Source: an optimization exercise on an open RTL-to-GDS flow (aim: small area and a short achievable clock period). Production flows keep margins and buffers that such runs may drop. Function was checked by simulation only, so behaviour that the tests miss may differ from the original. Power is estimated from default activity; no workload was simulated.

==> run A <==
==> flow/design.v <==
package spr_pkg;
  typedef enum logic [1:0] {
    READ_FIRST  = 2'd0,
    WRITE_FIRST = 2'd1,
    NO_CHANGE   = 2'd2
  } spr_wmode_e;
  function automatic logic [7:0] spr_byte_merge(input logic [7:0] old_b,
                                                input logic [7:0] new_b,
                                                input logic       sel);
    spr_byte_merge = sel ? new_b : old_b;
  endfunction
endpackage
module spr_out_stage
#(
  parameter int                    DATA_WIDTH = 8,
  parameter int                    OUT_REG    = 0,
  parameter logic [DATA_WIDTH-1:0] SRVAL      = '0
) (
  input  logic                  clk,
  input  logic                  rst,
  input  logic                  i_rd,
  input  logic [DATA_WIDTH-1:0] i_rd_data,
  output logic [DATA_WIDTH-1:0] o_dout,
  output logic                  o_dout_valid
);
  logic [DATA_WIDTH-1:0] r_lat_p1;
  logic                  r_vld_p1;
  always_ff @(posedge clk) begin
    if (rst) begin
      r_lat_p1 <= SRVAL;
      r_vld_p1 <= 1'b0;
    end else begin
      r_vld_p1 <= i_rd;
      if (i_rd) r_lat_p1 <= i_rd_data;
    end
  end
  if (OUT_REG != 0) begin : g_oreg
    logic [DATA_WIDTH-1:0] r_dout_p2;
    logic                  r_vld_p2;
    always_ff @(posedge clk) begin
      if (rst) begin
        r_dout_p2 <= SRVAL;
        r_vld_p2  <= 1'b0;
      end else begin
        r_vld_p2 <= r_vld_p1;
        if (r_vld_p1) r_dout_p2 <= r_lat_p1;
      end
    end
    assign o_dout       = r_dout_p2;
    assign o_dout_valid = r_vld_p2;
  end else begin : g_pass
    assign o_dout       = r_lat_p1;
    assign o_dout_valid = r_vld_p1;
  end
endmodule
module spr_sync_bram
#(
  parameter int                    DATA_WIDTH = 32,
  parameter int                    DEPTH      = 96,
  parameter int                    ADDR_WIDTH = 7,
  parameter int                    WRITE_MODE = 1,
  parameter int                    OUT_REG    = 1,
  parameter logic [DATA_WIDTH-1:0] SRVAL      = 32'hDEADBEEF
) (
  input  logic                  clk,
  input  logic                  rst,
  input  logic                  en,
  input  logic [DATA_WIDTH/8-1:0] we,
  input  logic [ADDR_WIDTH-1:0] addr,
  input  logic [DATA_WIDTH-1:0] din,
  output logic [DATA_WIDTH-1:0] dout,
  output logic                  dout_valid
);
  localparam int NB = DATA_WIDTH / 8;
  logic [DEPTH-1:0]      r_row;     
  logic [NB-1:0]         r_we;      
  logic [DATA_WIDTH-1:0] r_din;
  logic                  r_rd;
  always_ff @(posedge clk) begin
    for (int i = 0; i < DEPTH; i++) r_row[i] <= (addr == ADDR_WIDTH'(i));
    r_we  <= we & {NB{en && (addr < ADDR_WIDTH'(DEPTH))}};
    r_din <= din;
    r_rd  <= en && !rst;
  end
  logic [DATA_WIDTH-1:0] w_word [DEPTH];
  for (genvar g = 0; g < DEPTH; g++) begin : g_word
    logic [DATA_WIDTH-1:0] r_word;
    assign w_word[g] = r_word;
    for (genvar b = 0; b < NB; b++) begin : g_byte
      always_ff @(posedge clk) begin
        if (r_row[g] && r_we[b]) r_word[8*b +: 8] <= r_din[8*b +: 8];
      end
    end
  end
  logic [DATA_WIDTH-1:0] w_sel;
  logic [DATA_WIDTH-1:0] w_merged;
  always_comb begin
    w_sel = '0;
    for (int i = 0; i < DEPTH; i++) w_sel = w_sel | (w_word[i] & {DATA_WIDTH{r_row[i]}});
    for (int b = 0; b < NB; b++)
      w_merged[8*b +: 8] = r_we[b] ? r_din[8*b +: 8] : w_sel[8*b +: 8];
  end
  always_ff @(posedge clk) begin
    if (rst) begin
      dout       <= SRVAL;
      dout_valid <= 1'b0;
    end else begin
      dout_valid <= r_rd;
      if (r_rd) dout <= w_merged;
    end
  end
endmodule
==> flow/flow/run.sh <==
#!/bin/bash
# Layout flow: the standard flow, with the port buffers made from
# sky130_fd_sc_hd__buf_4 instead of the default delay-type buffer.
set -e
cp standard.sh standard_sh.log
cp config.mk config_in.log
cat >> config.mk <<'EOC'
export BUFFER_PORTS_ARGS = -buffer_cell sky130_fd_sc_hd__buf_4
EOC
bash standard.sh > standard_run.log 2>&1
==> flow/standard.sh <==
#!/bin/bash
# synth_recipe.tcl (not shown) runs the flow's synth.tcl, then flattens the netlist and writes it again
# the make line also repeats each setting of config.mk as NAME=value (left out here)
make -C /OpenROAD-flow-scripts/flow DESIGN_CONFIG=/design/flow/config.mk WORK_HOME=/design/flow/orfs CLKGATE_MAP_FILE= SYNTH_SCRIPT=/design/flow/synth_recipe.tcl "${@:-finish}"
==> flow/config.mk <==
export PLATFORM = sky130hd
export DESIGN_NAME = spr_sync_bram
export DESIGN_NICKNAME = spr_sync_bram
export VERILOG_FILES = /design/flow/design.v
export SDC_FILE = /design/flow/constraint.sdc
export NUM_CORES = 4
export LEC_CHECK = 0
export CAP_MARGIN = 20
export CORE_MARGIN = 2
export CORE_UTILIZATION = 60
export CTS_CLUSTER_DIAMETER = 100
export CTS_CLUSTER_SIZE = 25
export SETUP_SLACK_MARGIN = 2.9
export SLEW_MARGIN = 20
export BUFFER_PORTS_ARGS = -buffer_cell sky130_fd_sc_hd__buf_4
==> flow/constraint.sdc <==
create_clock -name core_clock -period 5.5 [get_ports {clk}]
set_input_delay 1.1000 -clock core_clock [delete_from_list [all_inputs] [get_ports {clk}]]
set_output_delay 1.1000 -clock core_clock [all_outputs]
set_load 0.01 [all_outputs]
==> inputs of run C, as changes to run A <==
--- a/flow/design.v
+++ b/flow/design.v
@@ -95,7 +95,12 @@
   logic [DATA_WIDTH-1:0] w_sel;
   logic [DATA_WIDTH-1:0] w_merged;
+  logic [DATA_WIDTH-1:0] w_grp [DEPTH / 8];
   always_comb begin
     w_sel = '0;
-    for (int i = 0; i < DEPTH; i++) w_sel = w_sel | (w_word[i] & {DATA_WIDTH{r_row[i]}});
+    for (int j = 0; j < DEPTH / 8; j++) begin
+      w_grp[j] = '0;
+      for (int i = 8 * j; i < 8 * j + 8; i++) w_grp[j] = w_grp[j] | (w_word[i] & {DATA_WIDTH{r_row[i]}});
+    end
+    for (int j = 0; j < DEPTH / 8; j++) w_sel = w_sel | w_grp[j];
     for (int b = 0; b < NB; b++)
       w_merged[8*b +: 8] = r_we[b] ? r_din[8*b +: 8] : w_sel[8*b +: 8];
- CORE_UTILIZATION: 60 -> 45
- SETUP_SLACK_MARGIN: 2.9 -> 3.3
- TNS_END_PERCENT: default -> 10
==> inputs of run R, as changes to run A <==
--- a/flow/design.v
+++ b/flow/design.v
@@ -95,7 +95,12 @@
   logic [DATA_WIDTH-1:0] w_sel;
   logic [DATA_WIDTH-1:0] w_merged;
+  logic [DATA_WIDTH-1:0] w_grp [DEPTH / 8];
   always_comb begin
     w_sel = '0;
-    for (int i = 0; i < DEPTH; i++) w_sel = w_sel | (w_word[i] & {DATA_WIDTH{r_row[i]}});
+    for (int j = 0; j < DEPTH / 8; j++) begin
+      w_grp[j] = '0;
+      for (int i = 8 * j; i < 8 * j + 8; i++) w_grp[j] = w_grp[j] | (w_word[i] & {DATA_WIDTH{r_row[i]}});
+    end
+    for (int j = 0; j < DEPTH / 8; j++) w_sel = w_sel | w_grp[j];
     for (int b = 0; b < NB; b++)
       w_merged[8*b +: 8] = r_we[b] ? r_din[8*b +: 8] : w_sel[8*b +: 8];
- SETUP_SLACK_MARGIN: 2.9 -> 3.3
- TNS_END_PERCENT: default -> 10
==> impl_metrics.json <==
{
  "crit_cells": 1,
  "slew_headroom_pct": 14.08,
  "initial_core_util_pct": 60.20,
  "drt-met1-wl_mm": 162.7,
  "cts_made_buffers": 147,
  "buffer_area_share_pct": 3.635,
  "fin_ws_ns": 2.973,
  "cts.repair.resized": 506,
  "synth_compound_area_share_pct": 11.52,
  "status": "complete, no violations"
}
(the above is from run R)
==> impl_metrics.json <==
{
  "status": "complete, no violations",
  "fillers": 13240,
  "buffer_area_share_pct": 2.218,
  "initial_core_util_pct": 60.54,
  "crit_cells": 5,
  "slew_headroom_pct": 12.93,
  "cts_made_buffers": 147,
  "fin_ws_ns": 2.749,
  "synth_compound_area_share_pct": 11.46,
  "pwr-share-comb_pct": 2.5,
  "cts.repair.resized": 81,
  "drt-met1-wl_mm": 161.3
}
(the above is from run A)
==> impl_metrics.json <==
{
  "netSwitchingPower_w": 0.008936,
  "r2r_setup_slack_ns": 2.94,
  "nets": 6516,
  "buffer_area_share_pct": 3.843,
  "initial_core_util_pct": 45.13,
  "cts_made_buffers": 149,
  "grt_pass1_vias": 67380,
  "crit_cells": 6,
  "pg_seq_w": 0.0273,
  "status": "complete, no violations",
  "cts.clk_slew.worst_paths_ns": 0.11,
  "slew_headroom_pct": 11.34,
  "synth_area_sq_um": 116900,
  "drt-met1-wl_mm": 166.5,
  "grt_use_met2_pct": 52.82,
  "worst_pin_slew_ns": 1.330,
  "fin_crit_sh_pct": 46.48,
  "pg_clk_w": 0.0132,
  "rsz0062_at_grt": "true"
}
(the above is from run C)

-- re-timing with driven ports --
The results above use ideal ports. As a check the final layouts listed here were re-extracted and re-timed, cells and wires unchanged. Step 1 sets driving cells, clkbuf_16 on the clock port and buf_2 on the other inputs (assumed; they add their load-dependent delay and slew). Step 2 moves the port delays by t, midway between the first and last clock arrival at a register: inputs arrive t later, outputs are due t later. That takes back most of the time a late clock gives input paths. Slacks: no drivers / after step 1 / after step 2; pairs: no drivers / after step 1.
run	t, ns	setup slack, ns	worst setup path after step 2	clock arrival spread, ns	worst slew at a driven data input, ns
run A	0.950	2.749 / 2.749 / 2.259	input to register	0.036 / 0.035	0.04
run C	0.980	2.944 / 2.843 / 2.171	input to register	0.036 / 0.036	0.06
run R	0.962	2.973 / 2.880 / 2.172	input to register	0.034 / 0.034	0.05
After both steps setup and hold are still met in every run listed. The setup slack of run R, which loses most, moves by -0.093 ns with the drivers and by -0.801 ns with both steps.
